What follows belongs to an exercise in optimizing a design on an open flow for small area; a production flow would make more cautious choices. Only simulation tests tie the RTL to the original design; equivalence was not proved. Power is estimated from default activity; no workload was simulated.

## flow/design.v

```verilog
package mst_bus_pkg;
  typedef logic [32-1:0] bus_data_t;
  typedef logic [4-1:0] bus_be_t;
  typedef logic [4+32-1:0] bus_word_t;
endpackage
package mst_ctrl_pkg;
  typedef enum logic [3:0] {
    RD_IDLE = 4'b0001,
    READ    = 4'b0010,
    WR_IDLE = 4'b0100,
    WRITE   = 4'b1000
  } mst_state_e;
  typedef logic [$clog2(4+1)-1:0] dwell_cnt_t;
endpackage
`timescale 1ns/1ps
module mst_fifo_fsm (
  input  logic                     clk,
  input  logic                     rst_n,
  input  logic                     rxf_n,
  input  logic                     txe_n,
  input  logic                     rx_afull,
  input  logic                     stage_valid,
  input  logic                     tx_empty,
  input  logic                     dwell_done,
  output mst_ctrl_pkg::mst_state_e state,
  output logic                     rd_n,
  output logic                     oe_n,
  output logic                     wr_n,
  output logic                     dt_oe_n,
  output logic                     be_oe_n
);
  logic rd_stop;
  logic wr_ready;
  logic wr_last;
  assign rd_stop  = rxf_n | rx_afull;
  assign wr_ready = ~txe_n & (stage_valid | ~tx_empty);
  assign wr_last  = tx_empty & (~stage_valid | ~wr_n);
  always_ff @(posedge clk or negedge rst_n)
  begin
    if (!rst_n)
    begin
      state   <= mst_ctrl_pkg::RD_IDLE;
      rd_n    <= 1'b1;
      oe_n    <= 1'b1;
      wr_n    <= 1'b1;
      dt_oe_n <= 1'b1;
      be_oe_n <= 1'b1;
    end
    else
    begin
      case (state)
        mst_ctrl_pkg::RD_IDLE:
        begin
          if (!rd_stop)
          begin
            state <= mst_ctrl_pkg::READ;
            oe_n  <= 1'b0;
          end
          else if (dwell_done)
          begin
            state <= mst_ctrl_pkg::WR_IDLE;
          end
        end
        mst_ctrl_pkg::READ:
        begin
          if (rd_stop)
          begin
            state <= mst_ctrl_pkg::WR_IDLE;
            oe_n  <= 1'b1;
            rd_n  <= 1'b1;
          end
          else
          begin
            rd_n <= 1'b0;
          end
        end
        mst_ctrl_pkg::WR_IDLE:
        begin
          if (wr_ready)
          begin
            state   <= mst_ctrl_pkg::WRITE;
            dt_oe_n <= 1'b0;
            be_oe_n <= 1'b0;
          end
          else if (dwell_done)
          begin
            state <= mst_ctrl_pkg::RD_IDLE;
          end
        end
        mst_ctrl_pkg::WRITE:
        begin
          if (txe_n || wr_last)
          begin
            state   <= mst_ctrl_pkg::RD_IDLE;
            wr_n    <= 1'b1;
            dt_oe_n <= 1'b1;
            be_oe_n <= 1'b1;
          end
          else
          begin
            wr_n <= 1'b0;
          end
        end
        default:
        begin
          state   <= mst_ctrl_pkg::RD_IDLE;
          rd_n    <= 1'b1;
          oe_n    <= 1'b1;
          wr_n    <= 1'b1;
          dt_oe_n <= 1'b1;
          be_oe_n <= 1'b1;
        end
      endcase
    end
  end
endmodule
`timescale 1ns/1ps
module mst_dwell_timer (
  input  logic                     clk,
  input  logic                     rst_n,
  input  mst_ctrl_pkg::mst_state_e state,
  output logic                     dwell_done
);
  localparam mst_ctrl_pkg::dwell_cnt_t DWELL_LAST = mst_ctrl_pkg::dwell_cnt_t'(4);
  mst_ctrl_pkg::mst_state_e state_q;
  mst_ctrl_pkg::dwell_cnt_t cnt;
  logic       in_idle;
  logic       settled;
  assign in_idle = (state == mst_ctrl_pkg::RD_IDLE) | (state == mst_ctrl_pkg::WR_IDLE);
  assign settled = (state == state_q);
  always_ff @(posedge clk or negedge rst_n)
  begin
    if (!rst_n)
    begin
      state_q <= mst_ctrl_pkg::RD_IDLE;
      cnt     <= '0;
    end
    else
    begin
      state_q <= state;
      if (!settled)
        cnt <= '0;
      else if (in_idle && (cnt != DWELL_LAST))
        cnt <= cnt + mst_ctrl_pkg::dwell_cnt_t'(1);
    end
  end
  assign dwell_done = in_idle & settled & (cnt == DWELL_LAST);
endmodule
`timescale 1ns/1ps
module mst_rx_path (
  input  logic                   clk,
  input  logic                   rst_n,
  input  logic                   rd_n,
  input  logic                   oe_n,
  input  logic                   rxf_n,
  input  mst_bus_pkg::bus_data_t idata,
  input  mst_bus_pkg::bus_be_t   ibe,
  output logic                   rx_push,
  output mst_bus_pkg::bus_word_t rx_push_word
);
  logic rd_xfer;
  assign rd_xfer = ~rd_n & ~oe_n & ~rxf_n;
  always_ff @(posedge clk or negedge rst_n)
  begin
    if (!rst_n)
      rx_push <= 1'b0;
    else
      rx_push <= rd_xfer;
  end
  always_ff @(posedge clk)
  begin
    if (rd_xfer)
      rx_push_word <= {ibe, idata};
  end
endmodule
`timescale 1ns/1ps
module mst_tx_path (
  input  logic                     clk,
  input  logic                     rst_n,
  input  mst_ctrl_pkg::mst_state_e state,
  input  logic                     wr_n,
  input  logic                     txe_n,
  input  mst_bus_pkg::bus_word_t   tx_head,
  input  logic                     tx_empty,
  output logic                     tx_pop,
  output logic                     stage_valid,
  output mst_bus_pkg::bus_data_t   odata,
  output mst_bus_pkg::bus_be_t     obe
);
  mst_bus_pkg::bus_word_t stage_word;
  logic      wr_accept;
  logic      stage_load;
  assign wr_accept  = (state == mst_ctrl_pkg::WRITE) & ~wr_n & ~txe_n & stage_valid;
  assign stage_load = ~tx_empty & (~stage_valid | wr_accept);
  assign tx_pop     = stage_load;
  always_ff @(posedge clk or negedge rst_n)
  begin
    if (!rst_n)
      stage_valid <= 1'b0;
    else if (stage_load)
      stage_valid <= 1'b1;
    else if (wr_accept)
      stage_valid <= 1'b0;
  end
  always_ff @(posedge clk or negedge rst_n)
  begin
    if (!rst_n)
      stage_word <= '1;
    else if (stage_load)
      stage_word <= tx_head;
    else if (wr_accept)
      stage_word <= '1;
  end
  assign {obe, odata} = stage_word;
endmodule
`timescale 1ns/1ps
module sync_fifo #(
  parameter int WIDTH = 32 + 4,
  parameter int DEPTH = 16
) (
  input  logic             clk,
  input  logic             rst_n,
  input  logic             push,
  input  logic             pop,
  input  logic [WIDTH-1:0] wdata,
  output logic [WIDTH-1:0] rdata,
  output logic             full,
  output logic             almost_full,
  output logic             empty
);
  localparam int PTR_W       = (DEPTH > 1) ? $clog2(DEPTH) : 1;
  localparam int CNT_W       = $clog2(DEPTH + 1);
  localparam int AFULL_LEVEL = (DEPTH > 3) ? DEPTH - 3 : 1;
  logic [WIDTH-1:0] mem [DEPTH];
  logic [PTR_W-1:0] wr_ptr;
  logic [PTR_W-1:0] rd_ptr;
  logic [CNT_W-1:0] count;
  logic             do_push;
  logic             do_pop;
  function automatic logic [PTR_W-1:0] ptr_next(input logic [PTR_W-1:0] ptr);
    if (ptr == PTR_W'(DEPTH - 1))
      ptr_next = '0;
    else
      ptr_next = ptr + PTR_W'(1);
  endfunction
  assign do_push = push & ~full;
  assign do_pop  = pop & ~empty;
  always_ff @(posedge clk)
  begin
    if (do_push)
      mem[wr_ptr] <= wdata;
  end
  always_ff @(posedge clk or negedge rst_n)
  begin
    if (!rst_n)
    begin
      wr_ptr <= '0;
      rd_ptr <= '0;
      count  <= '0;
    end
    else
    begin
      if (do_push)
        wr_ptr <= ptr_next(wr_ptr);
      if (do_pop)
        rd_ptr <= ptr_next(rd_ptr);
      if (do_push && !do_pop)
        count <= count + CNT_W'(1);
      else if (do_pop && !do_push)
        count <= count - CNT_W'(1);
    end
  end
  assign rdata       = mem[rd_ptr];
  assign full        = (count == CNT_W'(DEPTH));
  assign almost_full = (count >= CNT_W'(AFULL_LEVEL));
  assign empty       = (count == '0);
endmodule
`timescale 1ns/1ps
module mst_fifo_top (
  input  logic                   clk,
  input  logic                   rst_n,
  input  logic                   txe_n,
  input  logic                   rxf_n,
  input  mst_bus_pkg::bus_data_t idata,
  input  mst_bus_pkg::bus_be_t   ibe,
  output mst_bus_pkg::bus_data_t odata,
  output mst_bus_pkg::bus_be_t   obe,
  output logic                   dt_oe_n,
  output logic                   be_oe_n,
  output logic                   wr_n,
  output logic                   rd_n,
  output logic                   oe_n,
  input  logic                   rx_pop,
  output mst_bus_pkg::bus_word_t rx_word,
  output logic                   rx_empty,
  input  logic                   tx_push,
  input  mst_bus_pkg::bus_word_t tx_word,
  output logic                   tx_full
);
  mst_ctrl_pkg::mst_state_e state;
  logic       dwell_done;
  logic       rx_push;
  mst_bus_pkg::bus_word_t  rx_push_word;
  logic       rx_afull;
  logic       stage_valid;
  logic       tx_pop;
  mst_bus_pkg::bus_word_t  tx_head;
  logic       tx_empty;
  mst_fifo_fsm u_fsm (
    .clk         (clk),
    .rst_n       (rst_n),
    .rxf_n       (rxf_n),
    .txe_n       (txe_n),
    .rx_afull    (rx_afull),
    .stage_valid (stage_valid),
    .tx_empty    (tx_empty),
    .dwell_done  (dwell_done),
    .state       (state),
    .rd_n        (rd_n),
    .oe_n        (oe_n),
    .wr_n        (wr_n),
    .dt_oe_n     (dt_oe_n),
    .be_oe_n     (be_oe_n)
  );
  mst_dwell_timer u_dwell (
    .clk        (clk),
    .rst_n      (rst_n),
    .state      (state),
    .dwell_done (dwell_done)
  );
  mst_rx_path u_rx_path (
    .clk          (clk),
    .rst_n        (rst_n),
    .rd_n         (rd_n),
    .oe_n         (oe_n),
    .rxf_n        (rxf_n),
    .idata        (idata),
    .ibe          (ibe),
    .rx_push      (rx_push),
    .rx_push_word (rx_push_word)
  );
  mst_tx_path u_tx_path (
    .clk         (clk),
    .rst_n       (rst_n),
    .state       (state),
    .wr_n        (wr_n),
    .txe_n       (txe_n),
    .tx_head     (tx_head),
    .tx_empty    (tx_empty),
    .tx_pop      (tx_pop),
    .stage_valid (stage_valid),
    .odata       (odata),
    .obe         (obe)
  );
  sync_fifo #(
    .WIDTH (4 + 32),
    .DEPTH (16)
  ) rx_buf (
    .clk         (clk),
    .rst_n       (rst_n),
    .push        (rx_push),
    .pop         (rx_pop),
    .wdata       (rx_push_word),
    .rdata       (rx_word),
    .full        (),
    .almost_full (rx_afull),
    .empty       (rx_empty)
  );
  sync_fifo #(
    .WIDTH (4 + 32),
    .DEPTH (16)
  ) tx_buf (
    .clk         (clk),
    .rst_n       (rst_n),
    .push        (tx_push),
    .pop         (tx_pop),
    .wdata       (tx_word),
    .rdata       (tx_head),
    .full        (tx_full),
    .almost_full (),
    .empty       (tx_empty)
  );
endmodule
```

## flow/constraint.sdc

```tcl
create_clock -name core_clock -period 6.0 [get_ports {clk}]
set_input_delay 1.2000 -clock core_clock [delete_from_list [all_inputs] [get_ports {clk}]]
set_output_delay 1.2000 -clock core_clock [all_outputs]
set_load 0.01 [all_outputs]
```

## flow/config.mk

```make
export PLATFORM = sky130hd
export DESIGN_NAME = mst_fifo_top
export DESIGN_NICKNAME = mst_fifo_top
export VERILOG_FILES = /design/flow/design.v
export SDC_FILE = /design/flow/constraint.sdc
export NUM_CORES = 4
export LEC_CHECK = 0
export CAP_MARGIN = 20
export CORE_MARGIN = 2
export CORE_UTILIZATION = 40
export SLEW_MARGIN = 20
```

## flow/run.sh

```bash
#!/bin/bash
# synth_recipe.tcl (not shown) runs the flow's synth.tcl, then flattens the netlist and writes it again
# the make line also repeats each setting of config.mk as NAME=value (left out here)
make -C /OpenROAD-flow-scripts/flow DESIGN_CONFIG=/design/flow/config.mk WORK_HOME=/design/flow/orfs CLKGATE_MAP_FILE= SYNTH_SCRIPT=/design/flow/synth_recipe.tcl finish
```

==> results.json <==
{
  "status": "finished clean",
  "worst_pin_slew_ns": 1.046,
  "yosys-top-cells-count": "edfxtp_1 (1188), mux4_2 (252), mux2i_1 (109)",
  "fillCellCount": 10049,
  "yosysMostFrequentCell": "edfxtp_1",
  "synthFlopType": "edfxtp_1",
  "seq_area_frac_synth_pct": 77.23,
  "syn-cell-area_um2": 48820,
  "holdWs_ns": 0.4513,
  "critical_path_class": "reg -> out",
  "ys_top_cells_by_area": "edfxtp_1 (73%), mux4_2 (12%), dfstp_2 (2.3%)",
  "finalHoldViolations": 0,
  "end_kind": "output port",
  "synth_top_family_by_area": "multiplexers",
  "viasPerCell": 5.396,
  "portBuffers": 156,
  "fmax_ghz": 0.1998,
  "maxCapViolations": 0,
  "vias": 23047,
  "drc": 0,
  "synth_area_leader_cell": "edfxtp_1",
  "grt_overflow": 0,
  "syn_nets": 2410,
  "io_pins": 157,
  "die_y_um": 353.4,
  "synthCells": 2310,
  "cts_made_buffers": 135,
  "area_growth_pct": 17.15,
  "synthSimpleGateAreaFrac_pct": 2.140,
  "placed_cell_area_um2": 52800,
  "final_cells": 4271,
  "final_nets": 2635,
  "syn_avg_cell_area_um2": 21.13,
  "antenna_found_initial": 7,
  "ys_types": 52,
  "grt_pass1_vias": 24365,
  "hpwl_um": 61390,
  "dp.cells": 4023,
  "grt_first_pass_wirelength_um": 161000,
  "required_ns": 4.80,
  "die_x_um": 353.4,
  "yosysWarningCount": 5,
  "synth_fa_ha_area_share_pct": 0.5946,
  "ys_seq_elements": 1267,
  "grt_max_degree": 65,
  "cp_data_arrival_time_ns": 3.80,
  "ctsHtreeMaxLevel": 4,
  "cp-start-kind": "flop",
  "cts_tree": "done",
  "wl_um": 108100,
  "cts_resized": 0,
  "std_cell_rows": 128,
  "final_max_slew_viol_count": 0,
  "synth_top_area_share_pct": 73.07,
  "hold_class": "reg -> reg",
  "rsz0062_at_grt": "no",
  "dieArea_um2": 124900,
  "power.leakage_nw": 17.69,
  "cts-root-buf": "clkbuf_16",
  "wire_per_inst_um": 25.31,
  "final_cell_area_um2": 57190,
  "numClockSinks": 1267,
  "seqCellArea_um2": 37730,
  "p_total_w": 0.02273,
  "core_um2": 121400,
  "setup_viol": 0,
  "drt_iter0_drc": 2070,
  "clockBufferDepth": 3,
  "synthXorXnorAreaFrac_pct": 0.3767,
  "fin_crit_ns": 5.005,
  "synth_edf_count": 1188,
  "drive_above_1_share_pct": 25.13,
  "cp_max_fo": 36,
  "async_reset_ff_share_pct": 6.235,
  "powerDensity_nw_per_um2": 397.4,
  "clk_pin_slew_ns": 0.06,
  "post-cts-setup-buffers": 0,
  "globalplace.congestion": 0.7577,
  "multiInputGateArea_um2": 10700,
  "first_pass_iters": 5,
  "muxShareOfSynthArea_pct": 14.76,
  "tns_ns": 0,
  "cts_hold_buf": 0,
  "finalClockSkew_ns": 0.03539,
  "grt_use_total_pct": 17.35,
  "clk_latency_ns": 0.74,
  "period_share_pct": 83.41,
  "start_util_pct": 40.21,
  "postRouteAntennaNets": 0,
  "slew_headroom_pct": 30.25,
  "max-vdd-ir-drop_mv": 0.2654,
  "synth_compound_area_share_pct": 3.521,
  "diodes": 0
}
## worst paths after layout
kind	from	end	slack (ns)	cells past startpoint
worst max register to register	tx_buf.count[0]	tx_buf.mem[4][8]	2.69	6
worst max-delay path	rx_buf.rd_ptr[0]	rx_word[33]	1.0	6
max in group asynchronous	rst_n	rx_buf.rd_ptr[2]	4.40	2
min in group asynchronous	rst_n	tx_buf.count[4]	0.55	1
worst min register to register	u_fsm.state[0]	u_dwell.state_q[0]	0.45	0
worst min-delay path	u_fsm.state[0]	u_dwell.state_q[0]	0.45	0
## stage by stage
step	util, %	setup slack, ns
3_3_place_gp	43.26	1.623
2_1_floorplan	-	1.284
3_5_place_dp	43.49	1.614
6_report	47.11	0.9952
4_1_cts	47.11	0.8227
5_1_grt	47.11	0.6879
## per-layer routing
metal / part of all wire (%) / track usage, % / wire length, um / up-vias
li1: - / - / - / 9973
met3: 5.6 / 3.654 / 6039 / 157
met4: 1.9 / 4.604 / 2108 / 10
met5: 0.063 / 0 / 68 / -
met1: 42 / 23.22 / 45820 / 12278
met2: 50 / 28.95 / 54090 / 629
## report_power, final
| part | leakage, nW | internal [W] | switching [W] |
|---|---|---|---|
| clock network | 2.13 | 0.00475 | 0.00337 |
| logic | 3.95 | 0.00206 | 0.00194 |
| registers | 11.6 | 0.0101 | 0.000476 |
## critical path, cell delays in order (launching register included)
cell	delay, ns
dfrtp_4	0.94
buf_4	0.48
mux4_2	0.55
nor2b_1	0.14
a211oi_1	0.26
a21oi_1	0.13
clkdlybuf4s50_1	0.56
## cells by family (layout without fill, tap and decap cells)
logic type      Yosys count  count (layout)
compound gates          232             232
xor+xnor                 21              21
simple gates            221             221
buf+inv                 147             483
mux                     400             400
flops                  1267            1267
fa+ha+maj                22              22
## registers in the layout (all words and copies together) (netlist names), 3 cells and up
name / flops
u_fsm.state: 4
tx_buf.count: 5
rx_buf.rd_ptr: 4
u_dwell.cnt: 3
tx_buf.wr_ptr: 4
tx_buf.rd_ptr: 4
tx_buf.mem: 576
rx_buf.count: 5
rx_buf.mem: 576
u_tx_path.stage_word: 36
u_rx_path.rx_push_word: 36
rx_buf.wr_ptr: 4
u_dwell.state_q: 4
## cell usage in the layout, fill, tap and decap left out, drive strengths merged, types with 38 or more instances in the layout
cell,count
buf,64
o21ai,53
dfstp,42
edfxtp,1188
nor2,72
a31oi,38
clkdlybuf4s50,155
mux2,39
clkbuf,182
nand2,66
clkinv,50
mux2i,109
mux4,252
nor2b,40
a21oi,45
## final cells by class
cell class / instances / area share [%]
flip-flops and latches: 1267 / 65.97
multi-input cells: 896 / 18.70
clock buffers: 182 / 6.467
repair buffers: 219 / 3.986
well taps: 1625 / 3.555
clock inverters: 66 / 1.219
inverters: 16 / 0.1050

[afterwards: timing with drivers on the ports]
No port has a modelled driver above. Below, the same layout with a new extraction and two added sets of constraints.
Step 1, drivers: a clkbuf_16 drives clk and a buf_2 each remaining input, both assumed.
Step 2 also shifts input and output timing later by t, the mid clock arrival at the registers, as if the neighbouring blocks saw the same clock.
Slacks: ideal ports / drivers / drivers and shift; pairs: ideal ports / drivers.
shift t [ns]: 0.788
setup WS [ns]: 0.995 / 0.928 / 1.716
worst setup path after step 2: register to output
worst data-port slew with drivers (ns): 0.12
cell pins on the clock port's net: 1
After both steps setup and hold are still met in this run. The setup slack of this run moves by -0.067 ns with the drivers and by +0.721 ns with both steps.
